From an optimization exercise on the open Yosys and OpenROAD flow, aimed at small area, a short achievable clock period and few clock cycles per item; shortcuts taken in it are not production practice. Only simulation tests tie the RTL to the original design; equivalence was not proved. No driver is modelled on the clock port, so clocking that relies on it looks cheaper here than on a real chip.

==> job 4972: inputs <==
// aesDecryptTop
module aesDecryptTop
(
    input  logic   clk,
    input  logic   rstN,
    input  logic   inValid,
    input  logic [128-1:0]  cipherText,
    input  logic [1408-1:0] expandedKey,
    output logic   outValid,
    output logic [128-1:0]  plainText
);
    logic     busy;
    logic     busyN;
    logic     stateFlip;
    logic [128-1:0]    roundKey;
    logic [128-1:0]    roundState;
    logic [128-1:0]    nextState;
    aesDecryptCtrl aesDecryptCtrl_i
    (
        .clk        (clk),
        .rstN       (rstN),
        .inValid    (inValid),
        .cipherText (cipherText),
        .whitenKey  ({expandedKey[32*40 +: 32], expandedKey[32*41 +: 32],
                      expandedKey[32*42 +: 32], expandedKey[32*43 +: 32]}),
        .nextState  (nextState),
        .busy       (busy),
        .busyN      (busyN),
        .roundState (roundState),
        .stateFlip  (stateFlip),
  ...
clock: 21.0 ns
lec_check: 0
cap_margin: 20
core_area: 4 4 376 376
detailed_route_end_iteration: 24
die_area: 0 0 380 380
slew_margin: 20
standard.sh (not shown) runs the stock make flow with config.mk's settings and CLKGATE_MAP_FILE= SYNTH_SCRIPT=/design/flow/synth_recipe.tcl, a recipe that flattens the netlist after the stock synthesis.
==> flow/flow/run.sh <==
#!/bin/bash
# The standard layout (standard.sh), with:
#  - synthesis by synth_recipe.tcl, but ABC mapping with an area-oriented script
#    (abc -script replaced; flip-flops are mapped before ABC, so unchanged),
#    without the three-input XOR cells;
#  - buf_1 port buffers, pins one track apart;
#  - timing repair aiming below the 21 ns period (SETUP_SLACK_MARGIN);
#  - a clock tree of clkbuf_16 without dummy loads, and without a wider
#    spacing rule on its root net (which clashed with neighbouring pins);
#  - the state flip-flops and output buffers one size up before the clock
#    tree (flow/pre_cts.tcl);
#  - if the routed layout has antenna or routing violations, placement and
#    routing are redone once or twice with a slightly different placement
#    density.
# Each run of standard.sh logs to standard_flow_N.log; ORFS keeps each step's
# log under orfs/logs/.
set -uo pipefail
W=$PWD
MARGIN="15.4"
CTSBUF="sky130_fd_sc_hd__clkbuf_16"
CTSEXTRA="-sink_clustering_size 20 -sink_clustering_max_diameter 100"
DENSITY="0.50"
EXTRA="GPL_ROUTABILITY_DRIVEN=0"
cp flow/map.abc $W/map.abc
cat > $W/my_synth.tcl <<EOT
proc abc {args} {
  set i [lsearch -exact \$args -script]
  if {\$i >= 0} { lset args [expr {\$i+1}] $W/map.abc }
  foreach c {xor3_1 xor3_2 xor3_4 xnor3_1 xnor3_2 xnor3_4} { lappend args -dont_use sky130_fd_sc_hd__\$c }
  yosys abc {*}\$args
}
source $W/synth_recipe.tcl
EOT
run_flow() {
  bash standard.sh \
    SYNTH_SCRIPT=$W/my_synth.tcl \
    BUFFER_PORTS_ARGS="-buffer_cell sky130_fd_sc_hd__buf_1" \
    PLACE_PINS_ARGS="-min_distance 1 -min_distance_in_tracks" \
    SETUP_SLACK_MARGIN=$MARGIN \
    PRE_CTS_TCL=$W/flow/pre_cts.tcl \
    CTS_ARGS="-sink_clustering_enable -repair_clock_nets -dont_use_dummy_load -apply_ndr none -buf_list {$CTSBUF} $CTSEXTRA" \
    $EXTRA "$@"
}
# a layout is retried if it is missing, has antenna violations or the
# detailed router left violations.
layout_ok() {
  local odb=$W/orfs/results/sky130hd/aesDecryptTop/base/6_final.odb
  local drc=$W/orfs/reports/sky130hd/aesDecryptTop/base/5_route_drc.rpt
  [[ -f $odb ]] || { echo "no final layout"; return; }
  [[ -s $drc ]] && { echo "routing violations"; return; }
  printf 'read_db %s\nputs "ANTENNAS [check_antennas]"\n' "$odb" > $W/antennas.tcl
  openroad -no_init -exit $W/antennas.tcl > $W/antennas_check.log 2>&1
  local n=$(grep -o 'ANTENNAS [0-9]*' $W/antennas_check.log | awk '{print $2}' | tail -1)
  [[ "$n" == "0" ]] && { echo ok; return; }
  echo "antenna violations: ${n:-unknown}"
}
run_flow PLACE_DENSITY=$DENSITY finish > standard_flow_0.log 2>&1
for try in 1 2; do
  st=$(layout_ok)
  echo "layout check after try $((try-1)): $st" >> flow_retries.log
  [[ "$st" == "ok" ]] && break
  bash standard.sh clean_place clean_cts clean_route clean_finish > standard_clean_$try.log 2>&1
  d=$(python3 -c "print(f'{$DENSITY + 0.01*$try:.2f}')")
  run_flow PLACE_DENSITY=$d finish > standard_flow_$try.log 2>&1
done
==> flow/flow/map.abc <==
&get -n; &st; &dch; &nf -R 20; &put
Other scripts of this flow, unchanged in this note and not shown: flow/flow/pre_cts.tcl
==> inputs of job 652, as changes to job 4972 <==
--- a/flow/flow/run.sh
+++ b/flow/flow/run.sh
@@ -18,3 +18,3 @@
 W=$PWD
-MARGIN="15.4"
+MARGIN="15.3"
 CTSBUF="sky130_fd_sc_hd__clkbuf_16"
==> flow/flow/map.abc (replaced) <==
&get -n; &st; &dch; &nf -R 1000; &put
==> inputs of job 7991, as changes to job 4972 <==
==> flow/flow/run.sh (replaced) <==
#!/bin/bash
# The standard layout (standard.sh), with:
#  - synthesis by synth_recipe.tcl, but ABC mapping with an area-oriented script
#    (abc -script replaced; flip-flops are mapped before ABC, so unchanged);
#  - buf_1 port buffers, pins one track apart;
#  - timing repair aiming below the 21 ns period (SETUP_SLACK_MARGIN);
#  - a clock tree of clkbuf_16 without dummy loads;
#  - the state flip-flops and output buffers one size up before the clock
#    tree (flow/pre_cts.tcl);
#  - if the routed layout has antenna violations, placement and routing are
#    redone once or twice with a slightly different placement density.
# Each run of standard.sh logs to standard_flow_N.log; ORFS keeps each step's
# log under orfs/logs/.
set -uo pipefail
W=$PWD
MARGIN="15.3"
CTSBUF="sky130_fd_sc_hd__clkbuf_16"
CTSEXTRA="-sink_clustering_size 20 -sink_clustering_max_diameter 100"
DENSITY="0.50"
EXTRA="GPL_ROUTABILITY_DRIVEN=0"
cp flow/map.abc $W/map.abc
cat > $W/my_synth.tcl <<EOT
proc abc {args} {
  set i [lsearch -exact \$args -script]
  if {\$i >= 0} { lset args [expr {\$i+1}] $W/map.abc }
  yosys abc {*}\$args
}
source $W/synth_recipe.tcl
EOT
run_flow() {
  bash standard.sh \
    SYNTH_SCRIPT=$W/my_synth.tcl \
    BUFFER_PORTS_ARGS="-buffer_cell sky130_fd_sc_hd__buf_1" \
    PLACE_PINS_ARGS="-min_distance 1 -min_distance_in_tracks" \
    SETUP_SLACK_MARGIN=$MARGIN \
    PRE_CTS_TCL=$W/flow/pre_cts.tcl \
    CTS_ARGS="-sink_clustering_enable -repair_clock_nets -dont_use_dummy_load -buf_list {$CTSBUF} $CTSEXTRA" \
    $EXTRA "$@"
}
antennas() {
  local odb=$W/orfs/results/sky130hd/aesDecryptTop/base/6_final.odb
  [[ -f $odb ]] || { echo 1; return; }
  printf 'read_db %s\nputs "ANTENNAS [check_antennas]"\n' "$odb" > $W/antennas.tcl
  openroad -no_init -exit $W/antennas.tcl > $W/antennas_check.log 2>&1
  grep -o 'ANTENNAS [0-9]*' $W/antennas_check.log | awk '{print $2}' | tail -1
}
run_flow PLACE_DENSITY=$DENSITY finish > standard_flow_0.log 2>&1
for try in 1 2; do
  n=$(antennas)
  echo "antenna check after try $((try-1)): ${n:-unknown}" >> flow_retries.log
  [[ "$n" == "0" ]] && break
  bash standard.sh clean_place clean_cts clean_route clean_finish > standard_clean_$try.log 2>&1
  d=$(python3 -c "print(f'{$DENSITY + 0.01*$try:.2f}')")
  run_flow PLACE_DENSITY=$d finish > standard_flow_$try.log 2>&1
done
--- a/flow/config.mk
+++ b/flow/config.mk
@@ -9,3 +9,2 @@
 export CORE_AREA = 4 4 376 376
-export DETAILED_ROUTE_END_ITERATION = 24
 export DIE_AREA = 0 0 380 380
==> inputs of job 4365, as changes to job 4972 <==
--- a/flow/flow/run.sh
+++ b/flow/flow/run.sh
@@ -18,3 +18,3 @@
 W=$PWD
-MARGIN="15.4"
+MARGIN="15.3"
 CTSBUF="sky130_fd_sc_hd__clkbuf_16"
@@ -22,3 +22,3 @@
 DENSITY="0.50"
-EXTRA="GPL_ROUTABILITY_DRIVEN=0"
+EXTRA="GPL_ROUTABILITY_DRIVEN=0 RECOVER_POWER=100"
 cp flow/map.abc $W/map.abc
==> notes <==
Job 652 ran to the end with no violations. Job 7991 produced a clean layout. Job 4365 ran to the end with violations: capacitance limit, slew limit. Job 4972 ran to the end with no violations.
Via count: job 4972 > job 4365 > job 652 > job 7991.
Count of clock-buffer cells in the layout: job 652 is lower than job 7991 (1).
Routed wire length: job 7991 < job 652 < job 4365 < job 4972.
First-iteration DRC count: job 652 < job 4365 < job 4972 < job 7991.
Synthesized cell count is the same in job 4365 and job 4972.
Between job 652 and job 4365, the lower worst setup slack is in job 4365 (gap 5.8 ns).
Of job 7991 and job 4972, job 4972 has the higher global-route usage (gap 1.2 points).
Testbench counts of job 4972, summed over its fixed seeds: cycles 5,640, items 512.
Testbench counts of job 652, summed over its fixed seeds: cycles 5,640, items 512.
Testbench counts of job 7991, summed over its fixed seeds: cycles 5,640, items 512.
Testbench counts of job 4365, summed over its fixed seeds: cycles 5,640, items 512.

## afterwards: timing with drivers on the ports
How much do the figures lean on ideal ports? The routed layouts below were timed once more, with nothing changed but the port constraints. Step 1 sets driving cells, clkbuf_16 on the clock port and buf_2 on the other inputs (assumed; they add their load-dependent delay and slew). Step 2 times the ports against the registers' clock, not the clock port: input delays grow and output delays shrink by t, the midpoint of the rising clock arrivals with the driver on. a / b / c = ideal ports / drivers / drivers and shift; a / b = the first two.
| run | t (ns) | setup WS [ns] | worst setup path at the end | worst data-port slew with drivers (ns) |
|---|---|---|---|---|
| job 4972 | 0.793 | 15.363 / 15.292 / 14.663 | input to register | 0.19 |
| job 652 | 0.769 | 15.335 / 15.254 / 14.811 | input to register | 0.21 |
| job 7991 | 0.779 | 15.317 / 15.233 / 14.824 | input to register | 0.19 |
| job 4365 | 0.788 | 9.522 / 9.522 / 9.522 | register to register | 0.18 |
The setup slack of job 4972, which loses most, moves by -0.071 ns with the drivers and by -0.700 ns with both steps.
